Context: an optimization exercise on an open-source flow, tuned for small area, a short achievable clock period and few clock cycles per item. The choices shown serve that exercise and are no tape-out recipe.
RTL that was checked went through simulation tests only; none was proved equivalent to the original.

Design joystick_axes_to_cursor_motion_unit, start of the top module:
module joystick_axes_to_cursor_motion_unit #(
    parameter int ADC_BITS = jac_pkg::ADC_BITS_DEF
) (
    input  logic                          clk,
    input  logic                          rst_n,
    input  logic                          s_axis_tvalid,
    output logic                          s_axis_tready,
    input  logic [((4*ADC_BITS+8)/8)*8-1:0] s_axis_tdata,
    output logic                          m_axis_tvalid,
    input  logic                          m_axis_tready,
    output logic [jac_pkg::OUT_W-1:0]     m_axis_tdata,
    input  logic                          cfg_we,
    input  logic [2:0]                    cfg_addr,
    input  logic [(ADC_BITS > 8 ? ADC_BITS : 8)-1:0] cfg_data
);
Size in the first run: about 580 flip-flops, about 110 I/O pins, ~35000 µm² of cells after synthesis.
Settings: LEC_CHECK=0, CAP_MARGIN=20, CORE_MARGIN=2, CORE_UTILIZATION=40, SETUP_SLACK_MARGIN=4.6, SLEW_MARGIN=20; clock period 8.0 ns.
run.sh (not shown) runs the stock make flow with config.mk's settings and CLKGATE_MAP_FILE= SYNTH_SCRIPT=/design/flow/synth_recipe.tcl, a recipe that flattens the netlist after the stock synthesis.
Then changed:
--- a/flow/design.v
+++ b/flow/design.v
@@ -319,22 +319,23 @@
     logic [FD-1:0] fed_reg;          
     logic       ivl_wait_reg;        
     logic       allow1_reg;          
     logic [1:0] rb_cnt_reg;          
     logic       res_done_reg;        
     logic [QD-1:0] q_upd, q_prs;
     logic [2:0]    q_cnt;
     logic          out_valid_reg, out_upd_reg, out_prs_reg;
     logic [35:0]   out_res_reg;
     logic [9:0]  smp_reg [NUM_AXES];
     logic [7:0]  spd_reg [3];
+    logic [7:0]  spd3_reg;
     logic [7:0]  ux_reg, uy_reg;     
     logic        nx_reg, ny_reg;     
     logic [3:0]  flag_reg;           
     logic [1:0]  feed_idx;
     logic [7:0]  lane_speed, lane_uprod;
     logic        lane_neg;
     logic [7:0]  dv1_reg;            
     logic [9:0]  dv3_reg, ms3_reg;   
     assign feed_idx = {fed_reg[2] | fed_reg[3], fed_reg[1] | fed_reg[3]};
     always_ff @(posedge clk)
     begin
@@ -358,23 +359,24 @@
         .uprod     (lane_uprod)
     );
     logic       in_fire, report;
     logic [6:0] ticks_inc;
     logic       out_take, out_load, feed_go, res_last;
     logic       cap_x, cap_y, cap_x2;
     logic       head_ok;
     logic [2:0] q_cnt_next;
     logic [QD-1:0] q_upd_next, q_prs_next;
     logic       ivl_x, ivl_y;
     logic       ivl_wait_next, allow1_next;
-    logic [7:0] m_sel, m_mag, vx, vy;
+    logic [7:0] m_sel, m_mag;
+    logic signed [7:0] vx, vy;
     logic [6:0] ivl_new;
     logic [1:0] push_idx;
     always_comb
     begin
         in_fire   = s_axis_tvalid && rdy_reg;
         ticks_inc = (ticks_reg == TICK_MAX) ? TICK_MAX : ticks_reg + 7'd1;
         report    = ticks_inc > interval_reg;
         out_take  = out_valid_reg && m_axis_tready;
         cap_x     = fed_reg[LANE_LAT];
         cap_y     = fed_reg[LANE_LAT + 1];
         cap_x2    = fed_reg[LANE_LAT + 2];
@@ -507,30 +509,25 @@
             nx_reg     <= lane_neg;
         end
         if (cap_y)
         begin
             spd_reg[1] <= lane_speed;
             uy_reg     <= lane_uprod;
             ny_reg     <= lane_neg;
         end
         if (cap_x2)
         begin
             spd_reg[2] <= lane_speed;
-            flag_reg   <= {$signed(vy) < -8'sd5, $signed(vy) > 8'sd5,
-                           $signed(vx) < -8'sd5, $signed(vx) > 8'sd5};
+            flag_reg   <= {vy < -8'sd5, vy > 8'sd5, vx < -8'sd5, vx > 8'sd5};
         end
         if (out_load)
-            out_res_reg <= q_upd[0] ? {flag_reg, lane_speed_or_hold(), spd_reg[2],
+            out_res_reg <= q_upd[0] ? {flag_reg, res_last ? lane_speed : spd3_reg, spd_reg[2],
                                        spd_reg[1], spd_reg[0]}
                                     : 36'd0;
     end
-    logic [7:0] spd3_reg;
     always_ff @(posedge clk)
         if (res_last)
             spd3_reg <= lane_speed;
-    function automatic logic [7:0] lane_speed_or_hold();
-        lane_speed_or_hold = res_last ? lane_speed : spd3_reg;
-    endfunction
     assign s_axis_tready = rdy_reg;
     assign m_axis_tvalid = out_valid_reg;
     assign m_axis_tdata  = {2'b00, out_upd_reg, out_prs_reg, out_res_reg};
 endmodule
Die area shrinks slightly.
Final area came out lower slightly.
Worst hold slack gets better by 4.7 ps.
Critical path depth stays the same.
Synthesized area decreases slightly.
Core utilization went up by 0.61 points.
Sequential share of layout area rose by 0.14 points.
Routed wire length falls by a few percent.
Final cell count falls slightly.
Global-route usage came out lower by 0.11 points.
Testbench counts after the change, summed over its fixed seeds: cycles 42,462, items 25,600.
For the first run of this note, only the layout was checked, not whether the RTL still works.

========
joystick_axes_to_cursor_motion_unit, a different RTL version from the one above (not shown whole).
Size: roughly 3,600 cells after synthesis, roughly 36,000 um2 of cells after synthesis.
==> flow/config.mk <==
export PLATFORM = sky130hd
export DESIGN_NAME = joystick_axes_to_cursor_motion_unit
export DESIGN_NICKNAME = joystick_axes_to_cursor_motion_unit
export VERILOG_FILES = /design/flow/design.v
export SDC_FILE = /design/flow/constraint.sdc
export NUM_CORES = 4
export LEC_CHECK = 0
export CAP_MARGIN = 20
export CORE_MARGIN = 2
export CORE_UTILIZATION = 65
export SETUP_SLACK_MARGIN = 5.0
export SLEW_MARGIN = 20
==> flow/constraint.sdc <==
create_clock -name core_clock -period 8.0 [get_ports {clk}]
set_input_delay 1.6000 -clock core_clock [delete_from_list [all_inputs] [get_ports {clk}]]
set_output_delay 1.6000 -clock core_clock [all_outputs]
set_load 0.01 [all_outputs]
standard.sh (not shown) runs the stock make flow with config.mk's settings and CLKGATE_MAP_FILE= SYNTH_SCRIPT=/design/flow/synth_recipe.tcl, a recipe that flattens the netlist after the stock synthesis.
==> flow/flow/run.sh <==
#!/bin/bash
# Standard ORFS layout (the standard.sh, standard synthesis unchanged),
# except that the port buffers inserted before global placement are buf_2
# cells instead of the cell buffer_ports picks by default.
set -euo pipefail
export BUFFER_PORTS_ARGS="-buffer_cell sky130_fd_sc_hd__buf_2"
bash standard.sh finish > standard_finish.log 2>&1
==> next run, changes <==
--- a/flow/design.v
+++ b/flow/design.v
@@ -328,24 +328,25 @@
     logic       dfix_reg;            
     logic       dfix_s_reg;          
     logic       dfix_fed_reg;        
     logic [1:0] rb_cnt_reg;          
     logic       res_done_reg;        
     logic [QD-1:0] q_v, q_upd, q_prs;  
     logic          out_valid_reg, out_upd_reg, out_prs_reg;
     logic [35:0]   out_res_reg;
     logic [9:0]  smp_reg [NUM_AXES];
     logic [7:0]  spd_reg [3];
     logic [7:0]  spd3_reg;
-    logic [7:0]  u1_reg, u2_reg;     
-    logic        n1_reg, n2_reg;     
+    logic [7:0]  u1_reg;             
+    logic        n1_reg;             
+    logic        xz_reg;             
     logic [9:0]  rsel_reg, osel_reg;  
     logic [3:0]  flag_reg;           
     logic [7:0]  lane_speed, lane_uprod;
     logic        lane_neg;
     logic [7:0]  dv1_reg;            
     logic [9:0]  dv3_reg, ms3_reg;   
     logic [6:0]  ivl127_reg;         
     logic        nz127_reg;          
     logic        lane_sat;
     logic [7:0]  u127, m127;
     always_ff @(posedge clk)
@@ -382,46 +383,45 @@
     logic       out_take, out_load, feed_go, res_last;
     logic       cap_x, cap_y, cap_x2;
     logic       head_ok;
     logic [QD-1:0] q_v_next, q_upd_next, q_prs_next, q_kept;
     logic       ivl_s, ivl_x, ivl_y, resolve, spec_keep, spec_drop, res_win;
     logic       ivl_wait_next, allow1_next, spec_next, spec_fed_next;
     logic       early_next, pend_next;
     logic [6:0] ticks_next, ivl_after;
     logic [FD-1:0] fed_next;
     logic       smp_free_next;
     logic [7:0] m_sel, m_mag;
-    logic signed [7:0] vx, vy;
+    logic signed [7:0] vx;
     logic [6:0] ivl_new;
     always_comb
     begin
         in_fire   = s_axis_tvalid && rdy_reg;
         ticks_inc = (ticks_reg == TICK_MAX) ? TICK_MAX : ticks_reg + 7'd1;
         report    = ivl_wait_reg ? !allow1_reg : (ticks_reg >= interval_reg);
         out_take  = out_valid_reg && m_axis_tready;
         cap_x     = fed_reg[LANE_LAT];
         cap_y     = fed_reg[LANE_LAT + 1];
         cap_x2    = fed_reg[LANE_LAT + 2];
         res_last  = fed_reg[LANE_LAT + 3];
         head_ok   = q_v[0] && (!q_upd[0] || res_done_reg || res_last);
         out_load  = head_ok && (!out_valid_reg || m_axis_tready);
         ivl_s   = fed_reg[LANE_LAT - 1] && lane_sat && nz127_reg && !dfix_reg;
         ivl_x   = cap_y && (u1_reg != 8'd0) && !early_reg;
-        ivl_y   = cap_x2 && (u2_reg == 8'd0) && (u1_reg != 8'd0) && !early_reg;
+        ivl_y   = cap_x2 && xz_reg && (u1_reg != 8'd0) && !early_reg;
         resolve = ivl_s || ivl_x || (cap_x2 && !early_reg);
         m_sel     = u1_reg;
         m_mag     = m_sel[7] ? 8'(-m_sel) : m_sel;
         ivl_new   = (m_mag >= 8'd100) ? 7'd1 : 7'(8'd100 - m_mag);
         ivl_after = ivl_s ? ivl127_reg : (ivl_x || ivl_y) ? ivl_new : interval_reg;
-        vx        = n2_reg ? 8'(-u2_reg) : u2_reg;
-        vy        = n1_reg ? 8'(-u1_reg) : u1_reg;
+        vx        = n1_reg ? 8'(-u1_reg) : u1_reg;
         spec_keep = resolve && spec_reg && (ivl_after == 7'd1);
         spec_drop = resolve && spec_reg && (ivl_after != 7'd1);
         res_win   = fed_reg[LANE_LAT - 1] || cap_y || cap_x2;
         feed_go   = (pend_reg || (in_fire && report)) && !(spec_reg && res_win)
                  && !fed_reg[0] && !fed_reg[1] && !fed_reg[2]
                  && (rb_cnt_reg == 2'd0
                      || (rb_cnt_reg == 2'd1 && q_upd[0] && (!out_valid_reg || m_axis_tready)));
         for (int i = 0; i < QD; i++)
         begin
             q_kept[i] = out_load ? ((i < QD - 1) ? q_v[(i + 1) % QD] : 1'b0) : q_v[i];
             if (q_kept[i])
@@ -580,42 +580,44 @@
             end
         end
     end
     always_ff @(posedge clk)
     begin
         if (in_fire && report)
             for (int i = 0; i < NUM_AXES; i++)
                 smp_reg[i] <= s_axis_tdata[i*ADC_BITS +: ADC_BITS];
         if (cap_x)
             spd_reg[0] <= lane_speed;
         if (cap_y)
-            spd_reg[1] <= lane_speed;
+        begin
+            spd_reg[1]    <= lane_speed;
+            flag_reg[1:0] <= {vx < -8'sd5, vx > 8'sd5};
+            xz_reg        <= u1_reg == 8'd0;
+        end
         if (cap_x2)
         begin
             spd_reg[2] <= lane_speed;
-            flag_reg   <= {vy < -8'sd5, vy > 8'sd5, vx < -8'sd5, vx > 8'sd5};
+            flag_reg[3:2] <= {vx < -8'sd5, vx > 8'sd5};
         end
         if (out_load)
             out_res_reg <= q_upd[0] ? {flag_reg, res_last ? lane_speed : spd3_reg, spd_reg[2],
                                        spd_reg[1], spd_reg[0]}
                                     : 36'd0;
     end
     always_ff @(posedge clk)
         if (res_last)
             spd3_reg <= lane_speed;
     always_ff @(posedge clk)
     begin
         u1_reg <= lane_uprod;
-        u2_reg <= u1_reg;
         n1_reg <= lane_neg;
-        n2_reg <= n1_reg;
         if (fed_reg[0])
         begin
             rsel_reg <= smp_reg[1];
             osel_reg <= origin_reg[1];
         end
         else if (fed_reg[1])
         begin
             rsel_reg <= smp_reg[2];
             osel_reg <= origin_reg[2];
         end
         else if (fed_reg[2])
Die area goes down slightly; utilization came out lower by 0.83 points; maximum frequency went down by a few percent; non-clock buffer count climbs by 12; global-route usage drops by 1.8 points; final area decreases slightly; register-to-register slack loses 140 ps; hold slack is about the same; cell count stays flat; synthesized cell count shrinks slightly; area after synthesis came out lower slightly; sequential cell count went down by 8; clock skew increases by 4.0 ps; setup slack is worse by 140 ps.
Testbench counts after the change, summed over its fixed seeds: cycles 36,773, items 25,600.
Function not checked in the first run of this note: the RTL went through the layout flow alone.

[what the ideal ports hide]
In the flow no input, the clock included, has a driving cell. The finished layouts below were timed again as built, in two steps. Step 1: set_driving_cell puts a clkbuf_16 on clk and a buf_2 on each other input, an assumption about the parent block. Step 2 also shifts input and output timing later by t, the mid clock arrival at the registers, as if the neighbouring blocks saw the same clock. Slacks: ideal / step 1 / step 2; pairs: ideal / step 1.
run	t, ns	slack for setup (ns)	latest minus earliest clock arrival (ns)	pins driven straight from the clock port
the first run of note 1	0.696	4.463 / 4.463 / 4.053	0.058 / 0.057	1
the second run of note 1	0.657	4.499 / 4.499 / 4.099	0.029 / 0.029	1
the first run of note 2	0.653	4.924 / 4.924 / 4.499	0.028 / 0.028	1
the second run of note 2	0.643	4.786 / 4.786 / 4.559	0.028 / 0.028	1
After both steps every run listed still meets setup and hold. For the first run of note 2, which loses most, drivers alone change the setup slack by 0.000 ns; drivers and shift together by -0.425 ns.
